Source: an optimization exercise on an open RTL-to-GDS flow (aim: small area, a short achievable clock period and few clock cycles per item). Production flows keep margins and buffers that such runs may drop. Only simulation tests tie the RTL to the original design; equivalence was not proved. No activity file was given, so power comes from the tool's default toggle rates.

==> flow/design.v <==
`timescale 1ns/1ps
module fetch_decode #(
    parameter logic [31:0] RESET_PC = 32'h0000_0060
) (
    input  logic        clk,
    input  logic        rst,
    output logic [31:0] pc,
    output logic        inst_read,
    input  logic [31:0] inst_rdata,
    input  logic        inst_resp,
    output logic        iq_push,
    output logic [54:0] iq_item,
    input  logic        iq_full
);
    localparam logic [6:0] OP     = 7'b0110011;
    localparam logic [6:0] OP_IMM = 7'b0010011;
    localparam logic [6:0] LUI    = 7'b0110111;
    localparam logic [3:0] ALU_ADD  = 4'd0;
    localparam logic [3:0] ALU_SUB  = 4'd1;
    localparam logic [3:0] ALU_SLL  = 4'd2;
    localparam logic [3:0] ALU_SLT  = 4'd3;
    localparam logic [3:0] ALU_SLTU = 4'd4;
    localparam logic [3:0] ALU_XOR  = 4'd5;
    localparam logic [3:0] ALU_SRL  = 4'd6;
    localparam logic [3:0] ALU_SRA  = 4'd7;
    localparam logic [3:0] ALU_OR   = 4'd8;
    localparam logic [3:0] ALU_AND  = 4'd9;
    logic        fetch_en;
    logic        fetch_fire;
    logic        dec_valid;
    logic [31:0] dec_word;
    logic        is_nop;
    logic [6:0]  opcode;
    logic [4:0]  f_rd;
    logic [2:0]  funct3;
    logic [4:0]  f_rs1;
    logic [4:0]  f_rs2;
    logic        alt;
    logic [3:0]  it_fn;
    logic [4:0]  it_rd;
    logic [4:0]  it_rs1;
    logic [4:0]  it_rs2;
    logic        it_has_rs1;
    logic        it_has_rs2;
    logic        it_use_imm;
    logic        it_zero_opr1;
    logic [31:0] it_imm;
    logic [3:0]  fn_of;
    assign inst_read  = fetch_en & ~iq_full;
    assign fetch_fire = inst_read & inst_resp;
    always_ff @(posedge clk) begin
        if (rst) begin
            fetch_en  <= 1'b0;
            pc        <= RESET_PC;
            dec_valid <= 1'b0;
        end else begin
            fetch_en <= 1'b1;
            if (fetch_fire) begin
                pc        <= pc + 32'd4;
                dec_valid <= 1'b1;
            end else if (dec_valid && (is_nop || !iq_full)) begin
                dec_valid <= 1'b0;
            end
        end
    end
    always_ff @(posedge clk) begin
        if (fetch_fire) begin
            dec_word <= inst_rdata;
        end
    end
    assign opcode = dec_word[6:0];
    assign f_rd   = dec_word[11:7];
    assign funct3 = dec_word[14:12];
    assign f_rs1  = dec_word[19:15];
    assign f_rs2  = dec_word[24:20];
    assign alt = (opcode == OP_IMM) ? (funct3 == 3'b101 && dec_word[30]) : dec_word[30];
    always_comb begin
        case (funct3)
            3'b000:  fn_of = alt ? ALU_SUB : ALU_ADD;
            3'b001:  fn_of = ALU_SLL;
            3'b010:  fn_of = ALU_SLT;
            3'b011:  fn_of = ALU_SLTU;
            3'b100:  fn_of = ALU_XOR;
            3'b101:  fn_of = alt ? ALU_SRA : ALU_SRL;
            3'b110:  fn_of = ALU_OR;
            default: fn_of = ALU_AND;
        endcase
    end
    always_comb begin
        it_fn        = ALU_ADD;
        it_rd        = '0;
        it_rs1       = '0;
        it_rs2       = '0;
        it_has_rs1   = 1'b0;
        it_has_rs2   = 1'b0;
        it_use_imm   = 1'b0;
        it_zero_opr1 = 1'b0;
        it_imm       = '0;
        is_nop       = 1'b1;
        case (opcode)
            OP: begin
                it_rd      = f_rd;
                it_rs1     = f_rs1;
                it_rs2     = f_rs2;
                it_has_rs1 = 1'b1;
                it_has_rs2 = 1'b1;
                it_fn      = fn_of;
                is_nop     = f_rd == '0;
            end
            OP_IMM: begin
                it_rd      = f_rd;
                it_rs1     = f_rs1;
                it_has_rs1 = 1'b1;
                it_use_imm = 1'b1;
                it_imm     = {{20{dec_word[31]}}, dec_word[31:20]};
                it_fn      = fn_of;
                is_nop     = f_rd == '0;
            end
            LUI: begin
                it_rd        = f_rd;
                it_use_imm   = 1'b1;
                it_zero_opr1 = 1'b1;
                it_imm       = {dec_word[31:12], 12'b0};
                it_fn        = ALU_ADD;
                is_nop       = f_rd == '0;
            end
            default: ;
        endcase
    end
    assign iq_push = dec_valid & ~is_nop & ~iq_full;
    assign iq_item = {it_fn, it_rd, it_rs1, it_rs2, it_has_rs1, it_has_rs2,
                      it_use_imm, it_zero_opr1, it_imm};
endmodule
`timescale 1ns/1ps
module instr_queue #(
    parameter int IQ_DEPTH = 8
) (
    input  logic        clk,
    input  logic        rst,
    input  logic        push,
    input  logic [54:0] item,
    input  logic        pop,
    output logic        full,
    output logic        empty,
    output logic [54:0] head
);
    localparam int PTR_W = $clog2(IQ_DEPTH);
    localparam logic [PTR_W:0] FULL_COUNT = IQ_DEPTH[PTR_W:0];
    logic [54:0]      mem [IQ_DEPTH];
    logic [PTR_W-1:0] wr_ptr;
    logic [PTR_W-1:0] rd_ptr;
    logic [PTR_W:0]   count;
    logic             do_push;
    logic             do_pop;
    assign do_push = push & ~full;
    assign do_pop  = pop & ~empty;
    assign full  = count == FULL_COUNT;
    assign empty = count == '0;
    assign head  = mem[rd_ptr];
    always_ff @(posedge clk) begin
        if (rst) begin
            wr_ptr <= '0;
            rd_ptr <= '0;
            count  <= '0;
        end else begin
            if (do_push) begin
                wr_ptr <= wr_ptr + 1'b1;
            end
            if (do_pop) begin
                rd_ptr <= rd_ptr + 1'b1;
            end
            case ({do_push, do_pop})
                2'b10:   count <= count + 1'b1;
                2'b01:   count <= count - 1'b1;
                default: count <= count;
            endcase
        end
    end
    always_ff @(posedge clk) begin
        if (do_push) begin
            mem[wr_ptr] <= item;
        end
    end
endmodule
`timescale 1ns/1ps
module scoreboard (
    input  logic       clk,
    input  logic       rst,
    input  logic [4:0] rd,
    input  logic [4:0] rs1,
    input  logic [4:0] rs2,
    input  logic       has_rs1,
    input  logic       has_rs2,
    input  logic       issue,
    output logic       ready,
    input  logic       wb_valid,
    input  logic [4:0] wb_rd
);
    logic [31:0] pending;
    assign ready = ~(pending[rd] | (has_rs1 & pending[rs1]) | (has_rs2 & pending[rs2]));
    always_ff @(posedge clk) begin
        if (rst) begin
            pending <= '0;
        end else begin
            if (wb_valid) begin
                pending[wb_rd] <= 1'b0;
            end
            if (issue && rd != '0) begin
                pending[rd] <= 1'b1;
            end
        end
    end
endmodule
`timescale 1ns/1ps
module regfile (
    input  logic        clk,
    input  logic        rst,
    input  logic [4:0]  rs1,
    input  logic [4:0]  rs2,
    output logic [31:0] rs1_data,
    output logic [31:0] rs2_data,
    input  logic        wb_valid,
    input  logic [4:0]  wb_rd,
    input  logic [31:0] wb_data
);
    logic [31:0] regs [32];
    assign rs1_data = (rs1 == '0) ? '0 : regs[rs1];
    assign rs2_data = (rs2 == '0) ? '0 : regs[rs2];
    always_ff @(posedge clk) begin
        if (wb_valid && wb_rd != '0) begin
            regs[wb_rd] <= wb_data;
        end
    end
endmodule
`timescale 1ns/1ps
module issue_stage (
    input  logic        clk,
    input  logic        rst,
    output logic        iq_pop,
    input  logic        iq_empty,
    input  logic [54:0] iq_head,
    input  logic        wb_valid,
    input  logic [4:0]  wb_rd,
    input  logic [31:0] wb_data,
    output logic        ex_valid,
    output logic [4:0]  ex_rd,
    output logic [3:0]  ex_fn,
    output logic [31:0] ex_opr1,
    output logic [31:0] ex_opr2
);
    logic [3:0]  h_fn;
    logic [4:0]  h_rd;
    logic [4:0]  h_rs1;
    logic [4:0]  h_rs2;
    logic        h_has_rs1;
    logic        h_has_rs2;
    logic        h_use_imm;
    logic        h_zero_opr1;
    logic [31:0] h_imm;
    logic        ready;
    logic [31:0] rs1_data;
    logic [31:0] rs2_data;
    assign {h_fn, h_rd, h_rs1, h_rs2, h_has_rs1, h_has_rs2,
            h_use_imm, h_zero_opr1, h_imm} = iq_head;
    assign iq_pop = ~iq_empty & ready;
    scoreboard i_scoreboard (
        .clk      (clk),
        .rst      (rst),
        .rd       (h_rd),
        .rs1      (h_rs1),
        .rs2      (h_rs2),
        .has_rs1  (h_has_rs1),
        .has_rs2  (h_has_rs2),
        .issue    (iq_pop),
        .ready    (ready),
        .wb_valid (wb_valid),
        .wb_rd    (wb_rd)
    );
    regfile i_regfile (
        .clk      (clk),
        .rst      (rst),
        .rs1      (h_rs1),
        .rs2      (h_rs2),
        .rs1_data (rs1_data),
        .rs2_data (rs2_data),
        .wb_valid (wb_valid),
        .wb_rd    (wb_rd),
        .wb_data  (wb_data)
    );
    always_ff @(posedge clk) begin
        if (rst) begin
            ex_valid <= 1'b0;
        end else begin
            ex_valid <= iq_pop;
        end
    end
    always_ff @(posedge clk) begin
        if (iq_pop) begin
            ex_rd   <= h_rd;
            ex_fn   <= h_fn;
            ex_opr1 <= h_zero_opr1 ? '0 : rs1_data;
            ex_opr2 <= h_use_imm ? h_imm : rs2_data;
        end
    end
endmodule
`timescale 1ns/1ps
module alu_exec (
    input  logic        clk,
    input  logic        rst,
    input  logic        ex_valid,
    input  logic [4:0]  ex_rd,
    input  logic [3:0]  ex_fn,
    input  logic [31:0] ex_opr1,
    input  logic [31:0] ex_opr2,
    output logic        wb_valid,
    output logic [4:0]  wb_rd,
    output logic [31:0] wb_data
);
    localparam logic [3:0] ALU_ADD  = 4'd0;
    localparam logic [3:0] ALU_SUB  = 4'd1;
    localparam logic [3:0] ALU_SLL  = 4'd2;
    localparam logic [3:0] ALU_SLT  = 4'd3;
    localparam logic [3:0] ALU_SLTU = 4'd4;
    localparam logic [3:0] ALU_XOR  = 4'd5;
    localparam logic [3:0] ALU_SRL  = 4'd6;
    localparam logic [3:0] ALU_SRA  = 4'd7;
    localparam logic [3:0] ALU_OR   = 4'd8;
    localparam logic [3:0] ALU_AND  = 4'd9;
    logic [31:0] alu_res;
    logic [4:0]  shamt;
    assign shamt = ex_opr2[4:0];
    always_comb begin
        case (ex_fn)
            ALU_ADD:  alu_res = ex_opr1 + ex_opr2;
            ALU_SUB:  alu_res = ex_opr1 - ex_opr2;
            ALU_SLL:  alu_res = ex_opr1 << shamt;
            ALU_SLT:  alu_res = {31'b0, $signed(ex_opr1) < $signed(ex_opr2)};
            ALU_SLTU: alu_res = {31'b0, ex_opr1 < ex_opr2};
            ALU_XOR:  alu_res = ex_opr1 ^ ex_opr2;
            ALU_SRL:  alu_res = ex_opr1 >> shamt;
            ALU_SRA:  alu_res = $unsigned($signed(ex_opr1) >>> shamt);
            ALU_OR:   alu_res = ex_opr1 | ex_opr2;
            ALU_AND:  alu_res = ex_opr1 & ex_opr2;
            default:  alu_res = '0;
        endcase
    end
    always_ff @(posedge clk) begin
        if (rst) begin
            wb_valid <= 1'b0;
        end else begin
            wb_valid <= ex_valid;
        end
    end
    always_ff @(posedge clk) begin
        if (ex_valid) begin
            wb_rd   <= ex_rd;
            wb_data <= alu_res;
        end
    end
endmodule
`timescale 1ns/1ps
module alu_core #(
    parameter logic [31:0] RESET_PC = 32'h0000_0060,
    parameter int          IQ_DEPTH = 8
) (
    input  logic        clk,
    input  logic        rst,
    output logic [31:0] pc,
    output logic        inst_read,
    input  logic [31:0] inst_rdata,
    input  logic        inst_resp,
    output logic        wb_valid,
    output logic [4:0]  wb_rd,
    output logic [31:0] wb_data
);
    logic        ex_valid;
    logic [4:0]  ex_rd;
    logic [3:0]  ex_fn;
    logic [31:0] ex_opr1;
    logic [31:0] ex_opr2;
    logic        iq_push;
    logic        iq_pop;
    logic        iq_full;
    logic        iq_empty;
    logic [54:0] iq_item;
    logic [54:0] iq_head;
    fetch_decode #(.RESET_PC(RESET_PC)) i_fetch_decode (
        .clk        (clk),
        .rst        (rst),
        .pc         (pc),
        .inst_read  (inst_read),
        .inst_rdata (inst_rdata),
        .inst_resp  (inst_resp),
        .iq_push    (iq_push),
        .iq_item    (iq_item),
        .iq_full    (iq_full)
    );
    instr_queue #(.IQ_DEPTH(IQ_DEPTH)) i_instr_queue (
        .clk   (clk),
        .rst   (rst),
        .push  (iq_push),
        .item  (iq_item),
        .pop   (iq_pop),
        .full  (iq_full),
        .empty (iq_empty),
        .head  (iq_head)
    );
    issue_stage i_issue_stage (
        .clk      (clk),
        .rst      (rst),
        .iq_pop   (iq_pop),
        .iq_empty (iq_empty),
        .iq_head  (iq_head),
        .wb_valid (wb_valid),
        .wb_rd    (wb_rd),
        .wb_data  (wb_data),
        .ex_valid (ex_valid),
        .ex_rd    (ex_rd),
        .ex_fn    (ex_fn),
        .ex_opr1  (ex_opr1),
        .ex_opr2  (ex_opr2)
    );
    alu_exec i_alu_exec (
        .clk      (clk),
        .rst      (rst),
        .ex_valid (ex_valid),
        .ex_rd    (ex_rd),
        .ex_fn    (ex_fn),
        .ex_opr1  (ex_opr1),
        .ex_opr2  (ex_opr2),
        .wb_valid (wb_valid),
        .wb_rd    (wb_rd),
        .wb_data  (wb_data)
    );
endmodule
==> flow/run.sh <==
#!/bin/bash
# synth_recipe.tcl (not shown) runs the flow's synth.tcl, then flattens the netlist and writes it again
# the make line also repeats each setting of config.mk as NAME=value (left out here)
make -C /OpenROAD-flow-scripts/flow DESIGN_CONFIG=/design/flow/config.mk WORK_HOME=/design/flow/orfs CLKGATE_MAP_FILE= SYNTH_SCRIPT=/design/flow/synth_recipe.tcl finish
==> flow/config.mk <==
export PLATFORM = sky130hd
export DESIGN_NAME = alu_core
export DESIGN_NICKNAME = alu_core
export VERILOG_FILES = /design/flow/design.v
export SDC_FILE = /design/flow/constraint.sdc
export NUM_CORES = 4
export LEC_CHECK = 0
export CAP_MARGIN = 20
export CORE_MARGIN = 2
export CORE_UTILIZATION = 40
export PLACE_DENSITY = 0.6
export SLEW_MARGIN = 20
==> flow/constraint.sdc <==
create_clock -name core_clock -period 6.0 [get_ports {clk}]
set_input_delay 1.2000 -clock core_clock [delete_from_list [all_inputs] [get_ports {clk}]]
set_output_delay 1.2000 -clock core_clock [all_outputs]
set_load 0.01 [all_outputs]
==> summary.txt <==
Run status:
- The run finished with no timing, DRC or antenna violations.

Floorplanning:
- The floorplan step set the die width to 461 um.
- After floorplanning, the core was sized to cover roughly 210000 um2.
- The number of I/O pins is approximately 110.
- In this run the vertical extent of the chip is 461 um.
- The starting utilization of the core area is 40.3%.
- The die covers around 210000 um2.
- The initialized floorplan defines roughly 170 standard-cell rows.

STA:
- At the pin with the least slew margin, the transition time is between 1 and 1.5 ns.
- Counting I/O delays and the setup requirement, the final critical path takes roughly 5 ns.
- Setup repair after global routing left no endpoint under its margin.
- The final setup skew is 0.0419 ns.
- The number of failing hold endpoints at the final stage is 0.
- The portion of the clock cycle consumed by the worst path in the final layout is between 80% and 90%.
- The maximum clock rate is just over 200 MHz.
- Measured against its own limit, the worst slew margin works out to 14.2%.
- The count of final setup violators is 0.
- The final-report max-slew violation count is 0.

Final layout:
- The final net count is 7227.
- Leaving out fill and tap cells, the most frequent cell in the layout is nand2_1.
- Leaving out fill and tap cells, the most frequent cells in the layout are 1770 x nand2_1, 1606 x edfxtp_1, 711 x nand3_1, 285 x mux4_2.
- The layout cell share with drive strength beyond 1 is between 10 and 15%.
- Cells fill 45.4% of the core in the end.
- The final standard cell area without fillers is roughly 94000 um2.
- The synthesis-to-finish area growth is 12.6%.

Clock tree:
- The count of buffers added by post-CTS timing repair for setup is 0.
- The later pin in the worst-skew pair is clocked with a latency of between 0.8 and 0.9 ns.
- The number of CTS-inserted buffers is 174.
- Clock-pin slew was measured on the worst setup and hold paths at roughly 0.060 ns.
- The maximum root-to-sink buffer count is 3.
- For this design, the sink count on the clock tree is approximately 1700.
- TritonCTS built the clock tree.
- The depth of the CTS H-tree is 4.
- Gates resized during post-CTS repair numbered 0.
- The root buffer cell is clkbuf_16.
- For this design, the CTS-stage hold fixing added 0 buffers.

Setup path:
- The required time reported for the critical path endpoint is just under 7 ns.
- The kind of critical path is reg -> reg.
- The biggest fanout along the worst timing path is 35.
- In this run the register-to-register setup slack is 1.11 ns.
- The signal arrival time at the worst endpoint is 5.64 ns.
- The kind of start point of the critical path is a flip-flop.
- STA classifies the critical path endpoint as a flip-flop.

Route:
- The initial detailed-routing violation count is between 8000 and 9000.
- The via count is ~63000.
- The detailed-routing iteration count for the pre-antenna-repair pass is 9.
- The post-detailed-route via-to-cell ratio is about 6.3.
- The total DRC errors in the routed layout is 0.
- In this run the remaining antenna-violating nets after routing total 0.
- In the final routed layout, each cell accounts on average for a little under 30 um.
- The total wirelength of the detailed-routed design is slightly below 300000 um.

Synth:
- Of all flip-flops after synthesis, the portion carrying an async set or reset was 0%.
- The synthesized netlist occupies a cell area of 83600 um2.
- A synthesized cell averages between 10 and 15 um2.
- The synthesized netlist devotes 1.79% of its cell area to adder and majority cells.
- During synthesis, Yosys emitted a total of 6 warnings.
- Counting flops with a built-in enable in the synthesized netlist gives around 1600.
- The main combinational cell family by area after synthesis is simple AND/OR/NAND/NOR gates.
- After synthesis the netlist holds a flip-flop and latch count of 1685.
- The top-area cell type share of the netlist area is between 50 and 60%.
- Of the total synthesized cell area, the portion taken by AND, OR, NAND and NOR gates is 16.3%.
- The post-synthesis cell count is about 7100.
- By area the synthesized netlist is led by edfxtp_1 58%, nand2_1 7.9%, mux4_2 7.8%, nand3_1 4.3%, a311oi_1 2.4%.
- For this run, the leading register cell type out of synthesis is edfxtp_1.
- The share of the synthesized area in compound gates (AO/OA/AOI/OAI) is 8.57%.
- The largest total area in the synthesized netlist belongs to edfxtp_1.
- After Yosys synthesis, XOR and XNOR cells account for less than 1% of the synthesized area.
- The mux contribution to synthesized area is 9.85%.
- The register area share after synthesis is 59.6%.
- The number of distinct library cells after synthesis is 80.

GRT:
- The number of antenna violations at the first check in global routing came to 16.
- The overall track demand over capacity in global routing is between 20% and 30%.
- The wire length of the first global-routing pass is about 420000 um.
- The maximum number of pins on one net before global-route repair is between 150 and 200.
- After global routing the overflow that remains totals 0.
- The number of global-route vias before repair is a little over 60000.

Job:
- The count of max-cap constraint violations is 0.

Power:
- The largest voltage drop on the vdd net is approximately 330 uV.
- Power spread over the standard cell area amounts to 259 nW/um2.
- The total design power is approximately 24000 uW.
- The leakage power summed over all cells is around 0.032 uW.

Place:
- The count of buffers from port buffering is slightly above 100.
- The half-perimeter wire length of the detailed placement result is ~180000 um.
- The global placement routability congestion is approximately 0.9.
- Once placement finished, the instance area stood at around 90000 um2.

Worst hold path:
- The launch point of the worst hold path is i_issue_stage.ex_rd[2].
- The path class of the lowest-slack min-delay path is reg -> reg.
flip-flops by register name, summed over array words and instances, names as in the netlist, 3 cells and up, named ones only:
register                            flops
i_instr_queue.mem                     440
i_issue_stage.ex_opr1                  32
i_fetch_decode.dec_word                32
i_issue_stage.ex_rd                     5
i_instr_queue.count                     4
i_issue_stage.ex_opr2                  32
i_issue_stage.i_scoreboard.pending     32
i_instr_queue.wr_ptr                    3
i_instr_queue.rd_ptr                    3
i_alu_exec.wb_rd                        5
i_fetch_decode.pc                      30
i_issue_stage.ex_fn                     4
i_alu_exec.wb_data                     32
i_issue_stage.i_regfile.regs         1024
critical path, stage by stage (launching register included):
cell and delay, ns:
dfxtp_4 0.71, buf_4 0.35, mux4_2 0.39, mux2_8 0.45
mux2i_1 0.16, mux2_2 0.27, a221o_1 0.35, o22ai_1 0.19
nand4b_4 0.19, clkinv_1 0.21, ha_1 0.31, ha_1 0.28
a21o_1 0.18, a21oi_1 0.17, xnor2_1 0.09, or3_1 0.30
a21oi_1 0.15
where the power goes:
group	internal [uW]	switching (uW)	leakage, uW
clock	6220	4830	0.00282
combinational	202	402	0.0140
sequential	12700	29.4	0.0152
total	19100	5260	0.0321
metrics by stage:
stage	TNS [ns]	instances	hold WS, ns	worst slack (ns)
6_report	0	10015	0.420	1.11
5_1_grt	0	10013	0.431	0.825
4_1_cts	0	10011	0.419	1.08
3_5_place_dp	0	9686	0.405	1.12
3_3_place_gp	0	9683	0.407	1.09
2_1_floorplan	-77.58	7136	0.400	-0.426
worst paths after layout:
kind | to | cells past startpoint
worst max-delay path | i_instr_queue.count[3] | 16
worst min-delay path | i_alu_exec.wb_rd[2] | 0
worst max register to register | i_instr_queue.count[3] | 16
worst min register to register | i_alu_exec.wb_rd[2] | 0
metal layers:
metal / up-vias / global-route usage [%] / wire, um
met1: 31625 / 37.0 / 115000
met5: - / 0 / 89
li1: 26701 / - / -
met2: 4171 / 39.9 / 127000
met4: 12 / 13.4 / 15500
met3: 742 / 5.42 / 31800
Yosys cell counts, drive strengths merged, types with 16 or more instances:
cell type,instances
nor2b,20
a22oi,39
a221oi,50
nand2,1770
dfxtp,79
o211ai,62
o22ai,41
or3,30
xnor2,26
o31ai,21
and2,21
and3,189
mux2,30
nand2b,19
ha,115
mux2i,135
nand3,711
nor2,261
mux4,290
a211oi,28
a311oi,227
clkbuf,351
a31oi,110
a21oi,144
xor2,26
inv,123
nand4,20
nor3,43
buf,202
edfxtp,1606
o32ai,16
o21ai,164
cell families after synthesis:
logic type      count (synthesis)
other cells                     1
xor+xnor                       52
simple gates                 3132
buf+inv                       677
fa+ha+maj                     118
mux                           455
compound gates               1015
flops                        1685
layout make-up:
cell class	count	area (um2)
Inverter	124	468
Clock buffer	206	4520
Timing Repair Buffer	315	3000
Clock inverter	119	1310
Multi-Input combinational cell	4774	31500
Fill cell	18459	113000
Sequential cell	1685	49800
Antenna cell	4	10.0
Tap cell	2788	3490
Testbench counts, summed over its fixed seeds: cycles 9,244, items 4,136.

==> re-timing with driven ports <==
The flow's constraints put no driver on any port. The routed layout listed below was extracted and timed again, unchanged, in two steps. Step 1, drivers: a clkbuf_16 drives clk and a buf_2 each remaining input, both assumed. Step 2 adds t to the input delays and takes it off the output delays; t is the mean of the earliest and latest rising clock arrival at the registers after step 1. Input paths then give back, and output paths get back, about the clock's delay inside the block. a / b / c = no drivers / after step 1 / after step 2; a / b = the first two.
t, ns: 0.911
setup WS [ns]: 1.106 / 1.106 / 1.106
latest minus earliest clock arrival (ns): 0.056 / 0.056
After both steps setup and hold are still met in this run. For this run, drivers alone change the setup slack by 0.000 ns; drivers and shift together by 0.000 ns.
